What follows belongs to an exercise in optimizing a design on an open flow for small area, a short achievable clock period and few clock cycles per item; a production flow would make more cautious choices.
In this exercise RTL edits were held to simulation tests only and were not proved equivalent to the original.
No activity file was given, so power comes from the tool's default toggle rates.

==> flow/design.v (outline; a module is shown in full before it is edited, if it fits) <==
// module mb_digit_enc: 8 lines
// module mb_pp_sel: 18 lines
// module mb_fa: 10 lines
// module mb_gp: 11 lines
// module mb_g: 8 lines
// module mb_ha: 9 lines
// module mb_booth_mult32: 3189 lines
module mb_booth_mult32 (
    input  logic          clk,
    input  logic          rst,
    input  logic          in_valid,
    input  logic [mb_pkg::N-1:0]  a,
    input  logic [mb_pkg::N-1:0]  b,
    output logic          out_valid,
    output logic [63:0]   product
);
  // ...
==> flow/run.sh <==
#!/bin/bash
# synth_recipe.tcl (not shown) runs the flow's synth.tcl, then flattens the netlist and writes it again
# the make line also repeats each setting of config.mk as NAME=value (left out here)
make -C /OpenROAD-flow-scripts/flow DESIGN_CONFIG=/design/flow/config.mk WORK_HOME=/design/flow/orfs CLKGATE_MAP_FILE= SYNTH_SCRIPT=/design/flow/synth_recipe.tcl finish
==> flow/config.mk <==
export PLATFORM = sky130hd
export DESIGN_NAME = mb_booth_mult32
export DESIGN_NICKNAME = mb_booth_mult32
export VERILOG_FILES = /design/flow/design.v
export SDC_FILE = /design/flow/constraint.sdc
export NUM_CORES = 4
export LEC_CHECK = 0
export CAP_MARGIN = 50
export CORE_MARGIN = 2
export CORE_UTILIZATION = 40
export SLEW_MARGIN = 70
export SYNTH_HIERARCHICAL = 1
==> flow/constraint.sdc <==
create_clock -name core_clock -period 10.0 [get_ports {clk}]
set_input_delay 2.0000 -clock core_clock [delete_from_list [all_inputs] [get_ports {clk}]]
set_output_delay 2.0000 -clock core_clock [all_outputs]
set_load 0.01 [all_outputs]
==> impl_metrics.ini, run 1 <==
[finish]
top_regs = product_q: 64 flops, digit_q: 48 flops, b_q: 32 flops
multi_input_area_mm2 = 0.02235
final_cell_mix = xnor2_1 (512), a22oi_1 (497), fa_1 (431)
flops_and_latches = 277
fin_nets = 3397
final_cells = 3782

[setup_path]
crit_chain = fa_1 -> ha_1 -> nand4_1 -> nor3_1 -> nand3_1 -> a211oi_2 -> a21oi_1 -> o41ai_4 -> or2b_2 -> or4b_1 -> nand3b_1
rr_startpoint = r1_42_0
reg2regPathDepth = 11
critical_path_depth = 11
crit_end = product_q[59]
r2r-end = product_q[59]

[die]
die_h_um = 274.5
tapCellCount = 959
row_count = 99

[clock_tree]
h-tree-depth = 2
cts_tree = yes
post_cts_buffers = 0
insertion_delay_ns = 0.59

[power_and_ir_drop]
ir_drop_mv = 0.2574
pwr-share-seq = 0.152

[placed_design]
hpwl_um = 70410
pre_cts_slack_ns = 5.997
globalplace.congestion = 0.8904

[yosys]
synthesis.area_mm2 = 0.02926
synth_compound_area_frac = 0.1853
synth_top_area_share = 0.2949
synth_fa_ha_area_frac = 0.3389
synthTopCellsByCount = xnor2_1 (513), a22oi_1 (497), fa_1 (431), dfxtp_1 (277), clkbuf_1 (256)
yosys-top-cells-area = fa_1 (29%), dfxtp_1 (19%), xnor2_1 (15%)

[routing]
vias = 23470
wl_met1_um = 40880
drtPass1Iterations = 9
drc_errors = 0

[worst_hold_path]
worst_hold_path.num_cells = 1

[grt]
gr-usage-met2 = 0.4087

[outcome]
status = no timing/DRC/antenna violations

[sta]
hold_viol = 0
final.setup.tns_ns = 0
Testbench counts, summed over its fixed seeds: cycles 160,016, items 160,000.
==> run 2: changes to the inputs <==
--- a/flow/config.mk
+++ b/flow/config.mk
@@ -7,6 +7,6 @@
 export LEC_CHECK = 0
-export CAP_MARGIN = 50
+export CAP_MARGIN = 20
 export CORE_MARGIN = 2
 export CORE_UTILIZATION = 40
-export SLEW_MARGIN = 70
+export SLEW_MARGIN = 35
 export SYNTH_HIERARCHICAL = 1
==> run 2 against run 1 <==
  * Still clean on timing, DRC and antenna
  * Final cell count shrank 1.8%
  * Synthesized area is the same
  * Clock skew shrank 0.0049 ns
  * Worst hold slack lost 0.016 ns
  * Non-clock buffer count shrank 66
  * First-iteration DRC count shrank 4.2%
  * Power shrank 1.9%
  * Die area is the same
  * Clock-buffer cell count shrank 1
  * Critical path depth shrank 4
  * Design area shrank 5.6%
  * Critical endpoint is now r1_23_1
  * Largest cell class unchanged
  * Largest power group unchanged
==> impl_metrics.ini, run 2 <==
[outcome]
status = no timing/DRC/antenna violations

[placed_design]
globalplace.congestion = 0.8904
place_inst = 3651
portBuffers = 131
hpwl_um = 62420

[setup_path]
worstPathMaxFanout = 32
cp.arrival_ns = 4.55
cpMostUsedCell = fa_1
worst-path-buf-inv = 0
worstSetupStartpointType = flop
crit_start = b_q[20]
rr_startpoint = b_q[20]
worst_ep_required_time_ns = 10.40
path_delay_family = adder cells
crit_chain = a22oi_1 -> xnor2_1 -> fa_1 -> fa_1 -> fa_1 -> fa_1 -> fa_1
end_kind = flop
worst_path_max_delay_cell = dfxtp_2
slowest_delay_ns = 0.97
regToRegSetupSlack_ns = 5.85
path_class = flop to flop

[yosys]
synthArstFlopShare = 0
yosysWarnings = 9
synthTopCellsByCount = xnor2_1 (513), a22oi_1 (497), fa_1 (431), dfxtp_1 (277), clkbuf_1 (256)
synth_top_area_share = 0.2949
syn_area_per_cell_um2 = 10.29
synth_seq_cells = 277
post_synth_num_cell_types = 69
synth_edf_count = 0
synth_cells = 2844
synthesis.area_mm2 = 0.02926
synth.most_common_cell = xnor2_1
yosys-top-cells-area = fa_1 (29%), dfxtp_1 (19%), xnor2_1 (15%)
ys_seq_area_frac = 0.1895
yosysTopAreaCell = fa_1
ys.flop_type = dfxtp_1

[power_and_ir_drop]
power_mw = 12.32
powerDensity_mw_per_mm2 = 384.1
power_leakage_nw = 11.56
ir_drop_mv = 0.1956

[die]
die_h_um = 274.5
io_pins = 132
initial_core_util = 0.4025
core_region_area_mm2 = 0.07271
row_count = 99
fp.dieW_um = 274.5
dieArea_mm2 = 0.07534

[finish]
fin_nets = 3330
final_cell_mix = xnor2_1 (513), a22oi_1 (497), fa_1 (431)
final_common_cell = xnor2_1
multi_input_area_mm2 = 0.02228
drive_gt1_frac = 0.07005
largest_reg_flops = 64
syn_to_final_growth_pct = 9.646
register_area_mm2 = 0.005679
antenna_cells = 0
top_regs = product_q: 64 flops, digit_q: 48 flops, b_q: 32 flops
fillers = 6813
post-route-util = 0.4413
final_cells = 3714
top_register = product_q

[clock_tree]
cts-resized-gates = 0
cts_hold_buf = 0
numCtsBuffers = 35
clkTransAtPathRegs_ns = 0.06
ctsLongestPathBuffers = 3
insertion_delay_ns = 0.58
post_cts_buffers = 0
h-tree-depth = 2
cts.sinks = 277
root_buffer = clkbuf_16
cts_tree = yes

[routing]
drtIter0Drc = 2645
drc_errors = 0
route.detailed.wl_per_inst_um = 27.11
wl_um = 100700
routed_via_density = 6.248
drtPass1Iterations = 6
antenna_left = 0
vias = 23200

[sta]
timing.final.crit_share = 0.4147
fmaxAchievable_ghz = 0.2412
skew_ns = 0.02439
hold_viol = 0
worst_pin_slew_ns = 1.022
rsz0062_at_grt = no
fin_hold_ws_ns = 0.4374
period_needed_ns = 4.147
relSlewSlack = 0.3187
drv_slew = 0
final.setup.tns_ns = 0
finalSetupViolCount = 0

[grt]
grt_pass1_vias = 25030
grt_usage = 0.2656
grt_max_degree = 68
antenna_found_initial = 1
grt_pass1_wl_um = 152600
grt.overflow.total = 0

[worst_hold_path]
min_path_type = flop to flop
hold_start = v0_q

[job]
drv_cap = 0
run 2: cell counts after synthesis:
Identical to the previous run, type by type.
run 2: final timing paths:
check	cells past startpoint	to
min reg2reg	1	v1_q
min	1	v1_q
max	7	r1_23_1
max reg2reg	7	r1_23_1
run 2: layout make-up:
class | count | share of cell area
multi-input cells | 2199 | 0.6944
well taps | 959 | 0.03740
inverters | 47 | 0.005498
clock inverters | 18 | 0.005771
repair buffers | 169 | 0.04960
clock buffers | 45 | 0.03038
flip-flops and latches | 277 | 0.1770
run 2: kinds of logic after synthesis:
family / Yosys count / share of synthesized area
compound gates: 745 / 0.1853
buf+inv: 370 / 0.04951
fa+ha+maj: 534 / 0.3389
flops: 277 / 0.1895
xor+xnor: 591 / 0.1769
other cells: 1 / 0.0001281
simple gates: 294 / 0.04883
mux: 32 / 0.01095
run 2: per-module statistics from Yosys (local to each module, per instance):
module,cells inside,flops+latches,times used,cell area (um^2)
mb_booth_mult32,2297,277,1,19560
mb_digit_enc,5,0,16,38.79
mb_ha,1,0,36,12.51
mb_fa,1,0,431,20.02
run 2: power by group:
part / switching [mW] / total, mW / internal (mW)
clock: 0.543 / 1.29 / 0.750
combinational: 5.18 / 9.02 / 3.84
sequential: 0.392 / 2.01 / 1.62
total: 6.11 / 12.3 / 6.21
run 2: stage by stage:
| step | setup slack [ns] | area (um^2) |
|---|---|---|
| floorplan | 6.319 | 29270 |
| global placement | 5.373 | 30870 |
| detailed placement | 5.241 | 30870 |
| CTS | 5.846 | 32030 |
| global route | 5.686 | 32090 |
| finish | 5.853 | 32090 |
run 2: routing by layer:
metal	vias up	part of all wire	track usage
met5	-	0.00013	0
met4	2	0.037	0.1018
met3	311	0.13	0.09099
met2	1653	0.43	0.4015
met1	11650	0.40	0.3492
li1	9592	-	-
==> run 3: changes to the inputs <==
--- a/flow/config.mk
+++ b/flow/config.mk
@@ -9,4 +9,4 @@
 export CORE_MARGIN = 2
-export CORE_UTILIZATION = 40
-export SLEW_MARGIN = 35
+export CORE_UTILIZATION = 50
+export SLEW_MARGIN = 50
 export SYNTH_HIERARCHICAL = 1
==> run 3 against run 2 <==
  * Synthesized area is the same
  * Sequential share of layout area rose by 0.22 points
  * Synthesized cell count unchanged
  * Sequential power hardly changed
  * Critical endpoint is now product_q[59]
  * Largest power group unchanged
  * Highest routed layer unchanged
==> impl_metrics.ini, run 3 <==
[sta]
fin_hold_ws_ns = 0.4479
worst_pin_slew_ns = 0.7677
drv_slew = 0
timing.final.crit_share = 0.3976
skew_ns = 0.02292
final.setup.tns_ns = 0
finalSetupViolCount = 0
relSlewSlack = 0.4882
rsz0062_at_grt = no
period_needed_ns = 3.976
hold_viol = 0
fmaxAchievable_ghz = 0.2515

[placed_design]
hpwl_um = 60570
portBuffers = 131
globalplace.congestion = 0.8933
place_area_mm2 = 0.03076
place_inst = 3459

[setup_path]
cpMostUsedCell = fa_1
crit_chain = fa_1 -> fa_1 -> ha_1 -> nand4_1 -> nor3_1 -> nand3_1 -> a211oi_2 -> a21oi_1 -> o41ai_2 -> or2b_2 -> or4b_1 -> nand3b_1
regToRegSetupSlack_ns = 6.02
path_class = flop to flop
cp.arrival_ns = 4.47
end_kind = flop
worstPathMaxFanout = 5
r2r-end = product_q[59]
slowest_delay_ns = 0.46
worst_ep_required_time_ns = 10.49
reg2regPathDepth = 12
worstSetupStartpointType = flop
rr_startpoint = r1_35_0
worst_path_max_delay_cell = fa_1

[finish]
final_common_cell = xnor2_1
design_area_mm2 = 0.03197
top_register = product_q
final_cells = 3525
fin_nets = 3333
fillers = 4979
drive_gt1_frac = 0.07177
syn_to_final_growth_pct = 9.253
top_regs = product_q: 64 flops, digit_q: 48 flops, b_q: 32 flops
largest_reg_flops = 64
final_cell_mix = xnor2_1 (513), a22oi_1 (497), fa_1 (431)

[clock_tree]
cts_hold_buf = 0
clkTransAtPathRegs_ns = 0.06
numCtsBuffers = 35
h-tree-depth = 2
post_cts_buffers = 0
ctsLongestPathBuffers = 3
cts-resized-gates = 0
insertion_delay_ns = 0.56
cts.sinks = 277
cts_tree = yes
root_buffer = clkbuf_16

[yosys]
synth_edf_count = 0
synthesis.area_mm2 = 0.02926
synth_seq_cells = 277
synthTopCellsByCount = xnor2_1 (513), a22oi_1 (497), fa_1 (431), dfxtp_1 (277), clkbuf_1 (256)
syn_area_per_cell_um2 = 10.29
yosysWarnings = 9
synth.most_common_cell = xnor2_1
yosysTopAreaCell = fa_1
synthArstFlopShare = 0
post_synth_num_cell_types = 69
synth_top_area_share = 0.2949
ys_seq_area_frac = 0.1895
ys.flop_type = dfxtp_1
yosys-top-cells-area = fa_1 (29%), dfxtp_1 (19%), xnor2_1 (15%)
synth_cells = 2844

[die]
core_region_area_mm2 = 0.05781
die_h_um = 245.9
row_count = 88
initial_core_util = 0.5062
dieArea_mm2 = 0.06048
io_pins = 132
fp.dieW_um = 245.9

[grt]
grt_pass1_wl_um = 151100
grt_usage = 0.3302
gr-usage-met2 = 0.5001
busiest_layer = met2
grt_max_degree = 68
antenna_found_initial = 4
grt_pass1_vias = 25000
grt_util_met3 = 0.1101
grt.overflow.total = 0
use_met1 = 0.4300

[routing]
drtPass1Iterations = 6
drtIter0Drc = 2856
vias = 23420
antenna_left = 0
drc_errors = 0
routed_via_density = 6.645
wl_um = 99480
route.detailed.wl_per_inst_um = 28.22

[worst_hold_path]
min_to = v1_q
worst_hold_path.num_cells = 1
hold_start = v0_q
min_path_type = flop to flop

[power_and_ir_drop]
power_leakage_nw = 11.62
ir_drop_mv = 0.2362
powerDensity_mw_per_mm2 = 386.6

[job]
drv_cap = 0

[outcome]
status = no timing/DRC/antenna violations
run 3: routing by layer:
layer / up-vias / wire length, um
met3: 343 / 12370
met4: 4 / 4137
li1: 9617 / -
met2: 1735 / 43840
met5: - / 27
met1: 11730 / 39100
run 3: where the power goes:
part | switching [mW] | total [mW] | internal (mW)
registers | 0.410 | 2.03 | 1.62
clock network | 0.534 | 1.28 | 0.745
logic | 5.16 | 9.05 | 3.89
total | 6.11 | 12.4 | 6.25
run 3: how the worst max path moves through the flow:
| stage | start | endpoint | slack (ns) | cells after the start |
|---|---|---|---|---|
| finish | r1_35_0 | product_q[59] | 6.02 | 12 |
| global route | r1_30_0 | product_q[59] | 5.83 | 12 |
| CTS | r1_35_0 | product_q[59] | 6.10 | 12 |
| detailed placement | rst | product_q[61] | 5.77 | 6 |
| global placement | rst | product_q[61] | 5.43 | 6 |
| floorplan | digit_q[14] | r1_37_1 | 6.32 | 8 |
run 3: critical path: cells and delay by family, from the launching register on:
kind	cells	cell delay [ns]
AOI/OAI and AO/OA	3	0.81
adders and majority gates	3	1.31
DFF	1	0.32
and+or+nand+nor	6	1.46
run 3: kinds of logic (layout without fill, tap and decap cells):
| kind of cell | Yosys count | after routing | synth area share |
|---|---|---|---|
| adders and majority gates | 534 | 534 | 0.3389 |
| AOI/OAI and AO/OA | 745 | 745 | 0.1853 |
| buffers and inverters | 370 | 283 | 0.04951 |
| xor gates and xnor gates | 591 | 591 | 0.1769 |
| muxes | 32 | 32 | 0.01095 |
| and+or+nand+nor | 294 | 294 | 0.04883 |
| other | 1 | 4 | 0.0001281 |
| DFF | 277 | 277 | 0.1895 |
run 3: final cells by class:
cell class                 count  area (um^2)  share of cell area
clock buffer                  43        957.2             0.02994
inverter                      47        176.4            0.005518
antenna                        1        2.502          0.00007827
tap                          765        957.2             0.02994
clock inverter                21        200.2            0.006262
multi-input combinational   2199        22290              0.6971
timing repair buffer         172         1660             0.05193
sequential                   277         5731              0.1792
run 3: modules after synthesis (local to each module, per instance):
| module | cells | area (um^2) |
|---|---|---|
| mb_digit_enc | 5 | 38.79 |
| mb_booth_mult32 | 2297 | 19560 |
| mb_fa | 1 | 20.02 |
| mb_ha | 1 | 12.51 |
run 3: per-stage QoR:
step	util	power [mW]	setup WS [ns]
2_1_floorplan	-	7.800	6.319
3_5_place_dp	0.5322	10.83	5.767
6_report	0.5531	12.36	6.024
4_1_cts	0.5522	12.16	6.102
3_3_place_gp	0.5300	10.63	5.429
5_1_grt	0.5530	13.37	5.832
==> run 4: changes to the inputs <==
--- a/flow/config.mk
+++ b/flow/config.mk
@@ -7,5 +7,6 @@
 export LEC_CHECK = 0
+export ABC_AREA = 1
 export CAP_MARGIN = 20
 export CORE_MARGIN = 2
-export CORE_UTILIZATION = 50
+export CORE_UTILIZATION = 40
 export SLEW_MARGIN = 50
==> run 4 against run 3 <==
  * Flip-flop and latch count stayed put
  * Sequential share of layout area fell by 1.9 points
  * Final cell count increased by 36%
  * Non-clock buffer count up 40
  * Critical path depth fell by 1
  * Synthesized area rose by 7.5%
  * Largest power group unchanged
==> impl_metrics.ini, run 4 <==
[outcome]
status = no timing/DRC/antenna violations

[die]
initial_core_util = 0.4053
dieArea_mm2 = 0.08089
io_pins = 132
core_region_area_mm2 = 0.07759
row_count = 102
fp.dieW_um = 284.4
die_h_um = 284.4

[sta]
hold_viol = 0
rsz0062_at_grt = no
period_needed_ns = 4.375
fmaxAchievable_ghz = 0.2286
finalSetupViolCount = 0
timing.final.crit_share = 0.4375
skew_ns = 0.02366
relSlewSlack = 0.4923
final.setup.tns_ns = 0
worst_pin_slew_ns = 0.7615
fin_hold_ws_ns = 0.4064
drv_slew = 0

[finish]
syn_to_final_growth_pct = 10.27
final_cells = 4794
drive_gt1_frac = 0.06313
top_regs = product_q: 64 flops, digit_q: 48 flops, b_q: 32 flops
final_common_cell = xor2_1
design_area_mm2 = 0.03468
fin_nets = 4330
antenna_cells = 0
largest_reg_flops = 64
top_register = product_q
final_cell_mix = xor2_1 (564), nand2_1 (561), o22ai_1 (497)

[yosys]
synthMuxAreaShare = 0
yosysTopAreaCell = fa_1
ys_seq_area_frac = 0.1763
synthSimpleGateAreaFrac = 0.1298
yosysWarnings = 9
ys.flop_type = dfxtp_1
synth_seq_cells = 277
synthArstFlopShare = 0
synthesis.area_mm2 = 0.03145
synth_xor_area_frac = 0.1590
synth_top_area_share = 0.2743
synth_edf_count = 0
syn_area_per_cell_um2 = 8.343
synth_compound_area_frac = 0.1185
yosys-top-cells-area = fa_1 (27%), dfxtp_1 (18%), xor2_1 (16%)
post_synth_num_cell_types = 39
synth_cells = 3770
synth_top_family_by_area = adder cells
synth.most_common_cell = xor2_1
synth_fa_ha_area_frac = 0.3153
synthTopCellsByCount = xor2_1 (564), nand2_1 (561), inv_1 (509), o22ai_1 (497), fa_1 (431)

[clock_tree]
root_buffer = clkbuf_16
h-tree-depth = 2
numCtsBuffers = 34
cts-resized-gates = 0
post_cts_buffers = 0
insertion_delay_ns = 0.57
cts.sinks = 277
clkTransAtPathRegs_ns = 0.06
cts_tree = yes
ctsLongestPathBuffers = 3
cts_hold_buf = 0

[setup_path]
path_delay_family = adder cells
path_class = flop to flop
worstSetupStartpointType = flop
worst_path_max_delay_cell = clkinv_1
reg2regPathDepth = 11
crit_chain = buf_4 -> clkinv_1 -> o22ai_1 -> xor2_1 -> ha_1 -> inv_1 -> fa_1 -> fa_1 -> fa_1 -> fa_1 -> fa_1
worst-path-buf-inv = 3
rr_startpoint = b_q[31]
r2r-end = r1_37_1
cpMostUsedCell = fa_1
slowest_delay_ns = 0.61
worst_ep_required_time_ns = 10.44
regToRegSetupSlack_ns = 5.62
end_kind = flop
cp.arrival_ns = 4.81
worstPathMaxFanout = 17

[routing]
drtIter0Drc = 2751
routed_via_density = 5.600
drc_errors = 0
wl_um = 112600
route.detailed.wl_per_inst_um = 23.49
antenna_left = 0
vias = 26850
drtPass1Iterations = 6

[power_and_ir_drop]
power_leakage_nw = 15.83
pwr-share-clk = 0.100
p_int_mw = 6.119
combPwrFrac = 0.765
pwr-share-seq = 0.135
p_sw_frac = 0.5348
powerDensity_mw_per_mm2 = 379.2
p_switching_mw = 7.034
ir_drop_mv = 0.2061

[job]
drv_cap = 0

[grt]
grt_pass1_wl_um = 170400
grt_usage = 0.2763
grt.overflow.total = 0
grt_pass1_vias = 27610
grt_max_degree = 49
antenna_found_initial = 2

[placed_design]
globalplace.congestion = 0.9202
portBuffers = 131
place_area_mm2 = 0.03351
hpwl_um = 77320
place_inst = 4733

[worst_hold_path]
worst_hold_path.num_cells = 2
min_path_type = flop to flop
min_to = v1_q
hold_start = v0_q
run 4: cell types whose count changed after synthesis, moves of 65 or more:
cell	before	now
a22oi_1	497	0
inv_1	46	509
nand2_1	99	561
nand3_1	24	89
nor2_1	67	216
o22ai_1	4	497
xnor2_1	513	7
xor2_1	78	564
run 4: stage by stage:
step	util	total power [mW]	setup slack, ns
CTS	0.4470	13.04	5.706
floorplan	-	8.533	6.384
global route	0.4470	14.54	5.463
global placement	0.4313	11.55	5.725
detailed placement	0.4319	11.68	5.708
finish	0.4470	13.15	5.625
run 4: power groups by stage:
stage / clock network, mW / logic [mW] / registers [mW]
final: 1.31 / 10.1 / 1.78
after global routing: 1.39 / 11.3 / 1.81
after CTS: 1.35 / 9.92 / 1.78
after detailed placement: 0 / 9.88 / 1.80
after global placement: 0 / 9.75 / 1.80
after floorplan: 0 / 6.80 / 1.73
run 4: area by class of cell:
type / instances / area, um^2
tap: 1040 / 1301
fill: 7729 / 42910
inverter: 521 / 1962
clock buffer: 44 / 969.7
multi-input combinational: 2683 / 22740
timing repair buffer: 212 / 1939
sequential: 277 / 5569
clock inverter: 17 / 201.4
run 4: worst max-delay path by stage:
stage	from	end	slack (ns)	depth (start not counted)
after floorplan	b_q[31]	r1_37_1	6.38	11
after global placement	b_q[31]	r1_37_1	5.73	11
after detailed placement	b_q[31]	r1_37_1	5.71	11
after CTS	b_q[31]	r1_37_1	5.71	11
after global routing	b_q[31]	r1_37_1	5.46	11
final	b_q[31]	r1_37_1	5.62	11
run 4: worst reg2reg max path, stage by stage, from the launching register on:
cell and delay, ns:
dfxtp_1 0.34, buf_4 0.26, clkinv_1 0.61, o22ai_1 0.40, xor2_1 0.18, ha_1 0.18
inv_1 0.06, fa_1 0.49, fa_1 0.43, fa_1 0.40, fa_1 0.51, fa_1 0.40
run 4: metal layers:
metal  up-vias  GRT usage  part of all wire
li1      11890          -                 -
met1     12750     0.3553              0.39
met2      1756     0.4173              0.43
met3       446    0.08395              0.12
met4         4     0.1447             0.059
met5         -   0.001786           0.00023
run 4: modules after synthesis, one instance, submodules excluded:
module	cell area, um^2	cells inside
mb_booth_mult32	21710	3175
mb_digit_enc	41.29	8
mb_fa	20.02	1
mb_ha	12.51	1
run 4: cells by family after synthesis:
| kind of cell | after synthesis |
|---|---|
| AO/OA/AOI/OAI | 614 |
| XOR/XNOR | 571 |
| adder cells (fa/ha/maj) | 534 |
| buffers and inverters | 812 |
| flip-flops | 277 |
| other | 1 |
| AND/OR/NAND/NOR | 961 |
==> run 5: changes to the inputs <==
--- a/flow/config.mk
+++ b/flow/config.mk
@@ -7,3 +7,2 @@
 export LEC_CHECK = 0
-export ABC_AREA = 1
 export CAP_MARGIN = 20
==> run 5 against run 4 <==
  * Die area is 6.9% lower
  * Synthesized area is 7.0% lower
  * Sequential share of layout area is 1.7 points higher
  * Core utilization is 0.27 points lower
  * Register-to-register slack better by 0.47 ns
  * Power is 5.6% lower
==> impl_metrics.ini, run 5 <==
[yosys]
synth_edf_count = 0
post_synth_num_cell_types = 69
yosysWarnings = 9
synth_cells = 2844
synth_top_area_share = 0.2949
ys.flop_type = dfxtp_1
synthTopCellsByCount = xnor2_1 (513), a22oi_1 (497), fa_1 (431), dfxtp_1 (277), clkbuf_1 (256)
synth_seq_cells = 277
syn_area_per_cell_um2 = 10.29
yosysTopAreaCell = fa_1
yosys-top-cells-area = fa_1 (29%), dfxtp_1 (19%), xnor2_1 (15%)
synth.most_common_cell = xnor2_1
ys_seq_area_frac = 0.1895
synthArstFlopShare = 0
synthesis.area_mm2 = 0.02926

[grt]
grt_usage = 0.2671
grt.overflow.total = 0
antenna_found_initial = 0
grt_pass1_vias = 25060
grt_pass1_wl_um = 153800
grt_max_degree = 68

[routing]
wl_um = 100300
drtPass1Iterations = 6
routed_via_density = 6.241
drc_errors = 0
vias = 23190
drtIter0Drc = 2643
antenna_left = 0
route.detailed.wl_per_inst_um = 26.98

[setup_path]
worst_ep_required_time_ns = 10.52
worstSetupStartpointType = flop
reg2regPathDepth = 12
cp.arrival_ns = 4.43
worst_path_max_delay_cell = fa_1
worst-path-buf-inv = 0
end_kind = flop
path_class = flop to flop
cpMostUsedCell = ha_1
critical_path_depth = 12
worstPathMaxFanout = 7
slowest_delay_ns = 0.48
crit_chain = fa_1 -> ha_1 -> ha_1 -> nand4_1 -> nor4_1 -> nand3_1 -> a211oi_2 -> a21oi_1 -> o41ai_2 -> or2b_2 -> or4b_1 -> nand3b_1
path_delay_family = simple AND/OR/NAND/NOR gates

[sta]
skew_ns = 0.03923
hold_viol = 0
period_needed_ns = 3.902
fmaxAchievable_ghz = 0.2563
relSlewSlack = 0.4927
fin_hold_ws_ns = 0.4472
timing.final.crit_share = 0.3902
finalSetupViolCount = 0
rsz0062_at_grt = no
drv_slew = 0
final.setup.tns_ns = 0
worst_pin_slew_ns = 0.7609

[placed_design]
globalplace.congestion = 0.8904
place_area_mm2 = 0.03099
hpwl_um = 62340
portBuffers = 131

[die]
initial_core_util = 0.4025
die_h_um = 274.5
core_region_area_mm2 = 0.07271
fp.dieW_um = 274.5
io_pins = 132
dieArea_mm2 = 0.07534
row_count = 99

[finish]
final_common_cell = xnor2_1
design_area_mm2 = 0.03230
antenna_cells = 0
final_cell_mix = xnor2_1 (513), a22oi_1 (497), fa_1 (431)
top_regs = product_q: 64 flops, digit_q: 48 flops, b_q: 32 flops
largest_reg_flops = 64
post-route-util = 0.4442
top_register = product_q
drive_gt1_frac = 0.07182
syn_to_final_growth_pct = 10.38
fin_nets = 3331

[outcome]
status = no timing/DRC/antenna violations

[job]
drv_cap = 0

[clock_tree]
cts-resized-gates = 0
cts_hold_buf = 0
cts_tree = yes
ctsLongestPathBuffers = 3
post_cts_buffers = 0
cts.sinks = 277
root_buffer = clkbuf_16
clkTransAtPathRegs_ns = 0.06
h-tree-depth = 2
numCtsBuffers = 35
insertion_delay_ns = 0.59

[power_and_ir_drop]
power_leakage_nw = 11.63
ir_drop_mv = 0.1978
powerDensity_mw_per_mm2 = 384.6
power_mw = 12.42

[worst_hold_path]
worst_hold_path.num_cells = 1
min_path_type = flop to flop
[run 5: Yosys stat by module (local to each module, per instance)]
module | flip-flops and latches | times used
mb_booth_mult32 | 277 | 1
mb_digit_enc | 0 | 16
mb_fa | 0 | 431
mb_ha | 0 | 36
[run 5: where the power goes]
group / switching (mW) / total [mW] / internal [mW] / leakage [nW]
registers: 0.392 / 2.01 / 1.62 / 2.33
logic: 5.19 / 9.03 / 3.84 / 8.69
clock network: 0.553 / 1.38 / 0.829 / 0.606
[run 5: logic make-up after synthesis]
family | after synthesis | synth area share
buf+inv | 370 | 0.04951
fa+ha+maj | 534 | 0.3389
compound gates | 745 | 0.1853
mux | 32 | 0.01095
other cells | 1 | 0.0001281
simple gates | 294 | 0.04883
flops | 277 | 0.1895
xor+xnor | 591 | 0.1769
[run 5: final timing paths]
| path | start | endpoint | slack [ns] |
|---|---|---|---|
| worst max-delay path | r1_30_0 | product_q[59] | 6.10 |
| worst min-delay path | v0_q | v1_q | 0.45 |
| worst max register to register | r1_30_0 | product_q[59] | 6.10 |
| worst min register to register | v0_q | v1_q | 0.45 |
[run 5: cell type report]
| cell class | count | area (um^2) |
|---|---|---|
| clock buffer | 37 | 904.6 |
| clock inverter | 27 | 361.6 |
| fill | 6776 | 40410 |
| inverter | 47 | 176.4 |
| multi-input combinational | 2199 | 22280 |
| sequential | 277 | 5737 |
| tap | 959 | 1200 |
| timing repair buffer | 170 | 1642 |
[run 5: stage by stage]
stage	setup slack, ns	std cells
after floorplan	6.319	2846
after global placement	5.373	3651
after detailed placement	5.699	3651
after CTS	5.964	3715
after global routing	5.804	3716
final	6.098	3716
[run 5: metal layers]
metal / GRT usage / up-vias / wire, um
li1: - / 9602 / -
met1: 0.3566 / 11620 / 40240
met2: 0.4059 / 1661 / 43910
met3: 0.08057 / 310 / 12310
met4: 0.1018 / 0 / 3809
met5: 0 / - / 0
==> run 6: changes to the inputs <==
--- a/flow/config.mk
+++ b/flow/config.mk
@@ -10,2 +10,3 @@
 export CORE_UTILIZATION = 40
+export CTS_BUF_LIST = sky130_fd_sc_hd__clkbuf_4 sky130_fd_sc_hd__clkbuf_8
 export SLEW_MARGIN = 50
==> run 6 against run 5 <==
  * Final cell count rose by 0.75%
  * Non-clock buffer count did not move
  * Register-to-register slack got worse by 0.03 ns
  * First-iteration DRC count rose by 3.0%
  * Clock power fell by 4%
  * Maximum frequency fell by 0.81%
  * Critical path depth did not move
  * Design area barely moved
==> impl_metrics.ini, run 6 <==
[yosys]
synth_top_area_share = 0.2949
ys_seq_area_frac = 0.1895
synth.most_common_cell = xnor2_1
yosys-top-cells-area = fa_1 (29%), dfxtp_1 (19%), xnor2_1 (15%)
synthesis.area_mm2 = 0.02926
synth_seq_cells = 277
synthArstFlopShare = 0
yosysTopAreaCell = fa_1
synth_edf_count = 0
synth_cells = 2844
synthTopCellsByCount = xnor2_1 (513), a22oi_1 (497), fa_1 (431), dfxtp_1 (277), clkbuf_1 (256)
syn_area_per_cell_um2 = 10.29
ys.flop_type = dfxtp_1
post_synth_num_cell_types = 69
yosysWarnings = 9

[setup_path]
path_class = flop to flop
worstPathMaxFanout = 7
cp.arrival_ns = 4.53
regToRegSetupSlack_ns = 6.07
reg2regPathDepth = 12
worst_ep_required_time_ns = 10.60
worstSetupStartpointType = flop
r2r-end = product_q[59]
end_kind = flop
rr_startpoint = r1_30_0

[clock_tree]
root_buffer = clkbuf_8
h-tree-depth = 2
cts_tree = yes
ctsLongestPathBuffers = 3
cts_hold_buf = 0
numCtsBuffers = 50
insertion_delay_ns = 0.66
cts.sinks = 277
post_cts_buffers = 0
cts-resized-gates = 0
clkTransAtPathRegs_ns = 0.06

[worst_hold_path]
worst_hold_path.num_cells = 1
hold_start = v0_q
min_to = v1_q
min_path_type = flop to flop

[sta]
drv_slew = 0
hold_viol = 0
period_needed_ns = 3.934
skew_ns = 0.03069
fmaxAchievable_ghz = 0.2542
final.setup.tns_ns = 0
finalSetupViolCount = 0
fin_ws_ns = 6.066
rsz0062_at_grt = no
timing.final.crit_share = 0.3934
relSlewSlack = 0.4771
worst_pin_slew_ns = 0.7843

[finish]
syn_to_final_growth_pct = 10.33
final_common_cell = xnor2_1
multi_input_area_mm2 = 0.02228
post-route-util = 0.4440
top_regs = product_q: 64 flops, digit_q: 48 flops, b_q: 32 flops
drive_gt1_frac = 0.08118
register_area_mm2 = 0.005737
final_cells = 3744
fillers = 6783
fin_nets = 3346
top_register = product_q
final_cell_mix = xnor2_1 (513), a22oi_1 (497), fa_1 (431)
largest_reg_flops = 64

[routing]
drc_errors = 0
routed_via_density = 6.204
antenna_left = 0
route.detailed.wl_per_inst_um = 26.84
wl_um = 100500
drtPass1Iterations = 8
drtIter0Drc = 2722
vias = 23230

[power_and_ir_drop]
ir_drop_mv = 0.2007
powerDensity_mw_per_mm2 = 383.3
power_leakage_nw = 11.66

[placed_design]
pre_cts_slack_ns = 5.699
portBuffers = 131
globalplace.congestion = 0.8904
hpwl_um = 62340
place_inst = 3651

[die]
core_region_area_mm2 = 0.07271
row_count = 99
fp.dieW_um = 274.5
dieArea_mm2 = 0.07534
io_pins = 132
die_h_um = 274.5
initial_core_util = 0.4025

[grt]
grt.overflow.total = 0
antenna_found_initial = 1
grt_usage = 0.2669
grt_pass1_wl_um = 153600
grt_pass1_vias = 25210
grt_max_degree = 68

[outcome]
status = no timing/DRC/antenna violations

[job]
drv_cap = 0
==> run 6: cell counts after synthesis <==
Identical to the previous run, type by type.
==> run 6: worst max path at each step <==
stage / from / endpoint / depth (start not counted)
after detailed placement: rst / product_q[61] / 6
after global placement: rst / product_q[45] / 8
after global routing: r1_30_0 / product_q[59] / 12
after CTS: r1_30_0 / product_q[59] / 12
final: r1_30_0 / product_q[59] / 12
after floorplan: digit_q[14] / r1_37_1 / 8
==> run 6: final cells by class <==
| type | instances | share of cell area |
|---|---|---|
| multi-input cells | 2199 | 0.6901 |
| flip-flops and latches | 277 | 0.1777 |
| repair buffers | 170 | 0.05085 |
| well taps | 959 | 0.03717 |
| clock buffers | 65 | 0.02655 |
| clock inverters | 26 | 0.01213 |
| inverters | 47 | 0.005464 |
| diodes | 1 | 0.00007751 |
==> run 6: logic make-up (layout without fill, tap and decap cells) <==
| family | after synthesis | in the layout | share of synthesized area |
|---|---|---|---|
| DFF | 277 | 277 | 0.1895 |
| buffers and inverters | 370 | 308 | 0.04951 |
| other | 1 | 4 | 0.0001281 |
| and+or+nand+nor | 294 | 294 | 0.04883 |
| muxes | 32 | 32 | 0.01095 |
| adders and majority gates | 534 | 534 | 0.3389 |
| AOI/OAI and AO/OA | 745 | 745 | 0.1853 |
| xor gates and xnor gates | 591 | 591 | 0.1769 |
==> run 6: stage by stage <==
step | instance area (um^2) | power, mW | hold slack [ns]
global route | 32280 | 13.44 | 0.4550
CTS | 32240 | 12.24 | 0.4488
global placement | 30870 | 10.67 | 0.4303
detailed placement | 30990 | 10.85 | 0.4347
finish | 32280 | 12.37 | 0.4478
floorplan | 29270 | 7.800 | 0.3290
==> run 6: critical path: stages (launching register included) <==
cell and delay, ns:
dfxtp_1 0.31, fa_1 0.48, ha_1 0.29, ha_1 0.41, nand4_1 0.18, nor4_1 0.46, nand3_1 0.22, a211oi_2 0.34
a21oi_1 0.12, o41ai_2 0.33, or2b_2 0.20, or4b_1 0.42, nand3b_1 0.10
==> run 6: layer usage <==
layer	vias to the layer above	part of all wire	track usage
met1	11570	0.40	0.3547
met5	-	0	0
met3	327	0.13	0.08232
met4	0	0.040	0.1041
met2	1694	0.44	0.4051
li1	9636	-	-
==> run 6: report_power, final <==
group	total (mW)	switching (mW)	leakage, nW	internal (mW)
logic	9.03	5.19	8.69	3.84
clock network	1.33	0.526	0.630	0.802
registers	2.01	0.393	2.33	1.62
total	12.4	6.11	11.7	6.26
==> run 6: modules after synthesis, one instance, submodules excluded <==
module	area, um^2	flops+latches
mb_booth_mult32	19560	277
mb_digit_enc	38.79	0
mb_fa	20.02	0
mb_ha	12.51	0
==> run 7: changes to the inputs <==
==> flow/flow/run.sh (new file) <==
#!/bin/bash
set -euo pipefail
cd "$(dirname "$0")/.."
MARGIN=$(cat flow/setup_margin.txt)
bash standard.sh SETUP_SLACK_MARGIN="$MARGIN" finish > flow_standard.log 2>&1
==> flow/flow/setup_margin.txt (new file) <==
6.35
==> flow/standard.sh (new file) <==
#!/bin/bash
# synth_recipe.tcl (not shown) runs the flow's synth.tcl, then flattens the netlist and writes it again
# the make line also repeats each setting of config.mk as NAME=value (left out here)
make -C /OpenROAD-flow-scripts/flow DESIGN_CONFIG=/design/flow/config.mk WORK_HOME=/design/flow/orfs CLKGATE_MAP_FILE= SYNTH_SCRIPT=/design/flow/synth_recipe.tcl "${@:-finish}"
--- a/flow/config.mk
+++ b/flow/config.mk
@@ -10,3 +10,2 @@
 export CORE_UTILIZATION = 40
-export CTS_BUF_LIST = sky130_fd_sc_hd__clkbuf_4 sky130_fd_sc_hd__clkbuf_8
 export SLEW_MARGIN = 50
removed: flow/run.sh
==> run 7 against run 6 <==
  * Worst hold slack lost 0.0089 ns
  * Sequential power is 3% lower
  * Global-route usage up 1.3 points
  * Die area is the same
  * Synthesized cell count stayed put
  * Non-clock buffer count is 112 higher
  * Final cell count up 2.2%
  * Synthesized area did not move
  * Highest routed layer is now met5
  * Clock-buffer cell count down 18
  * Still clean
  * Power is 6.1% higher
==> impl_metrics.ini, run 7 <==
[finish]
top_register = product_q
fillers = 6513
fin_nets = 3443
top_regs = product_q: 64 flops, digit_q: 48 flops, b_q: 32 flops
register_area_mm2 = 0.005754
drive_gt1_frac = 0.1230
final_cell_mix = xnor2_1 (513), a22oi_1 (495), fa_1 (428)
multi_input_area_mm2 = 0.02262
antenna_cells = 0
syn_to_final_growth_pct = 18.66
largest_reg_flops = 64
final_common_cell = xnor2_1

[clock_tree]
h-tree-depth = 2
clkTransAtPathRegs_ns = 0.06
insertion_delay_ns = 0.58
ctsLongestPathBuffers = 3
numCtsBuffers = 35
cts_tree = yes
cts_hold_buf = 0
root_buffer = clkbuf_16
cts.sinks = 277

[worst_hold_path]
min_path_type = flop to flop

[die]
core_region_area_mm2 = 0.07271
fp.dieW_um = 274.5
die_h_um = 274.5
dieArea_mm2 = 0.07534
initial_core_util = 0.4025
io_pins = 132
row_count = 99

[grt]
grt_max_degree = 68
antenna_found_initial = 0
grt_pass1_vias = 24970
grt.overflow.total = 0
grt_pass1_wl_um = 158300
grt_usage = 0.2796

[yosys]
synth_cells = 2844
ys_seq_area_frac = 0.1895
synth_top_area_share = 0.2949
post_synth_num_cell_types = 69
synth.most_common_cell = xnor2_1
ys.flop_type = dfxtp_1
synth_seq_cells = 277
synthTopCellsByCount = xnor2_1 (513), a22oi_1 (497), fa_1 (431), dfxtp_1 (277), clkbuf_1 (256)
synth_edf_count = 0
synthArstFlopShare = 0
syn_area_per_cell_um2 = 10.29
yosysTopAreaCell = fa_1
yosysWarnings = 9
yosys-top-cells-area = fa_1 (29%), dfxtp_1 (19%), xnor2_1 (15%)
synthesis.area_mm2 = 0.02926

[placed_design]
pre_cts_slack_ns = 5.702
portBuffers = 131
hpwl_um = 62070
globalplace.congestion = 0.8773

[setup_path]
worst_path_max_delay_cell = dfxtp_4
regToRegSetupSlack_ns = 6.26
critical_path_depth = 7
path_class = flop to flop
cp.arrival_ns = 4.14
crit_start = digit_q[25]
end_kind = flop
worst_ep_required_time_ns = 10.40
crit_chain = a22oi_1 -> xnor2_1 -> fa_1 -> fa_1 -> fa_1 -> fa_1 -> fa_1
worst-path-buf-inv = 0
crit_end = r1_23_1
reg2regPathDepth = 7
path_delay_family = adder cells
rr_startpoint = digit_q[25]
slowest_delay_ns = 0.61
r2r-end = r1_23_1
worstSetupStartpointType = flop
cpMostUsedCell = fa_1
worstPathMaxFanout = 18

[sta]
fin_hold_ws_ns = 0.4389
period_needed_ns = 3.744
fmaxAchievable_ghz = 0.2671
hold_viol = 0
fin_ws_ns = 6.256
finalSetupViolCount = 0
rsz0062_at_grt = yes
drv_slew = 0
final.setup.tns_ns = 0
relSlewSlack = 0.5741
worst_pin_slew_ns = 0.6350
skew_ns = 0.02351
timing.final.crit_share = 0.3744

[routing]
drtIter0Drc = 3304
drc_errors = 0
antenna_left = 0
vias = 24560
drtPass1Iterations = 7
route.detailed.wl_per_inst_um = 29.45
wl_um = 112700
routed_via_density = 6.415

[power_and_ir_drop]
ir_drop_mv = 0.2291
power_leakage_nw = 12.67
powerDensity_mw_per_mm2 = 378.2

[outcome]
status = no timing/DRC/antenna violations

[job]
drv_cap = 0
## run 7: worst reg2reg max path, stage by stage (launching register included)
cell	delay [ns]
dfxtp_4	0.61
a22oi_1	0.17
xnor2_1	0.32
fa_1	0.54
fa_1	0.42
fa_1	0.44
fa_1	0.57
fa_1	0.51
## run 7: through the flow
stage | cells | total power, mW | util | instance area (um^2)
2_1_floorplan | 2846 | 7.801 | - | 29280
3_3_place_gp | 3649 | 10.64 | 0.4243 | 30850
3_5_place_dp | 3649 | 10.79 | 0.4260 | 30980
4_1_cts | 3746 | 12.68 | 0.4567 | 33210
5_1_grt | 3828 | 14.13 | 0.4775 | 34720
6_report | 3828 | 13.13 | 0.4775 | 34720
## run 7: worst min-delay path by stage
stage                     from  endpoint  slack [ns]  depth (start not counted)
floorplan           digit_q[2]    r1_0_0        0.33                          0
global placement          v0_q      v1_q        0.43                          1
detailed placement        v0_q      v1_q        0.43                          1
CTS                       v0_q      v1_q        0.45                          1
global route              v0_q      v1_q        0.46                          1
finish                    v0_q      v1_q        0.44                          1
## run 7: where the power goes
part	switching [mW]	leakage, nW	total (mW)	internal (mW)
Sequential	0.328	2.34	1.95	1.62
Combinational	5.52	9.73	9.82	4.31
Clock	0.537	0.600	1.36	0.823
## run 7: layer usage
metal | global-route usage | up-vias | part of all wire | wire length (um)
li1 | - | 9841 | - | -
met1 | 0.3662 | 12210 | 0.37 | 42270
met2 | 0.4165 | 2045 | 0.42 | 47550
met3 | 0.1023 | 460 | 0.15 | 17090
met4 | 0.1136 | 2 | 0.051 | 5768
met5 | 0 | - | 0.00053 | 60
## run 7: cells by family after synthesis
logic type,count (synthesis),share of synthesized area
adders and majority gates,534,0.3389
and+or+nand+nor,294,0.04883
buffers and inverters,370,0.04951
muxes,32,0.01095
xor gates and xnor gates,591,0.1769
AOI/OAI and AO/OA,745,0.1853
DFF,277,0.1895
other,1,0.0001281
## run 7: area by class of cell
type / instances / area share
Multi-Input combinational cell: 2199 / 0.6514
Sequential cell: 277 / 0.1657
Timing Repair Buffer: 282 / 0.1078
Tap cell: 959 / 0.03456
Clock buffer: 47 / 0.02919
Clock inverter: 17 / 0.006306
Inverter: 47 / 0.005081
## run 7: per-module statistics from Yosys, one instance, submodules excluded
module           area (um^2)  flip-flops and latches
mb_digit_enc           38.79                       0
mb_booth_mult32        19560                     277
mb_ha                  12.51                       0
mb_fa                  20.02                       0
## run 7: repair_timing
item | CTS | global route
cloned | 0 | 4
setup buffers | 33 | 78
pin swaps | 14 | 14
setup endpoints to repair | 28 | 52
resized for setup | 62 | 71

separate check: timing with driven ports:
How much do the figures lean on ideal ports? The routed layouts below were timed once more, with nothing changed but the port constraints.
Step 1, drivers: a clkbuf_16 drives clk and a buf_2 each remaining input, both assumed.
Step 2 also shifts input and output timing later by t, the mid clock arrival at the registers, as if the neighbouring blocks saw the same clock.
Slacks: ideal / step 1 / step 2; pairs: ideal / step 1.
run | shift t [ns] | setup WS [ns] | worst setup path at the end | slew at the worst register clock pin (ns) | cell pins on the clock port's net
run 1 | 0.631 | 6.073 / 6.073 / 6.073 | register to register | 0.07 / 0.07 | 1
run 2 | 0.633 | 5.853 / 5.853 / 5.701 | input to register | 0.07 / 0.07 | 1
run 3 | 0.613 | 6.024 / 6.024 / 5.774 | input to register | 0.06 / 0.06 | 1
run 4 | 0.632 | 5.625 / 5.625 / 5.625 | register to register | 0.08 / 0.08 | 1
run 5 | 0.632 | 6.098 / 6.098 / 5.696 | input to register | 0.07 / 0.07 | 1
run 6 | 0.710 | 6.066 / 6.066 / 5.709 | input to register | 0.08 / 0.08 | 1
run 7 | 0.629 | 6.256 / 6.256 / 5.938 | input to register | 0.07 / 0.07 | 1
After both steps every run listed still meets setup and hold. The setup slack of run 5, which loses most, moves by 0.000 ns with the drivers and by -0.402 ns with both steps.
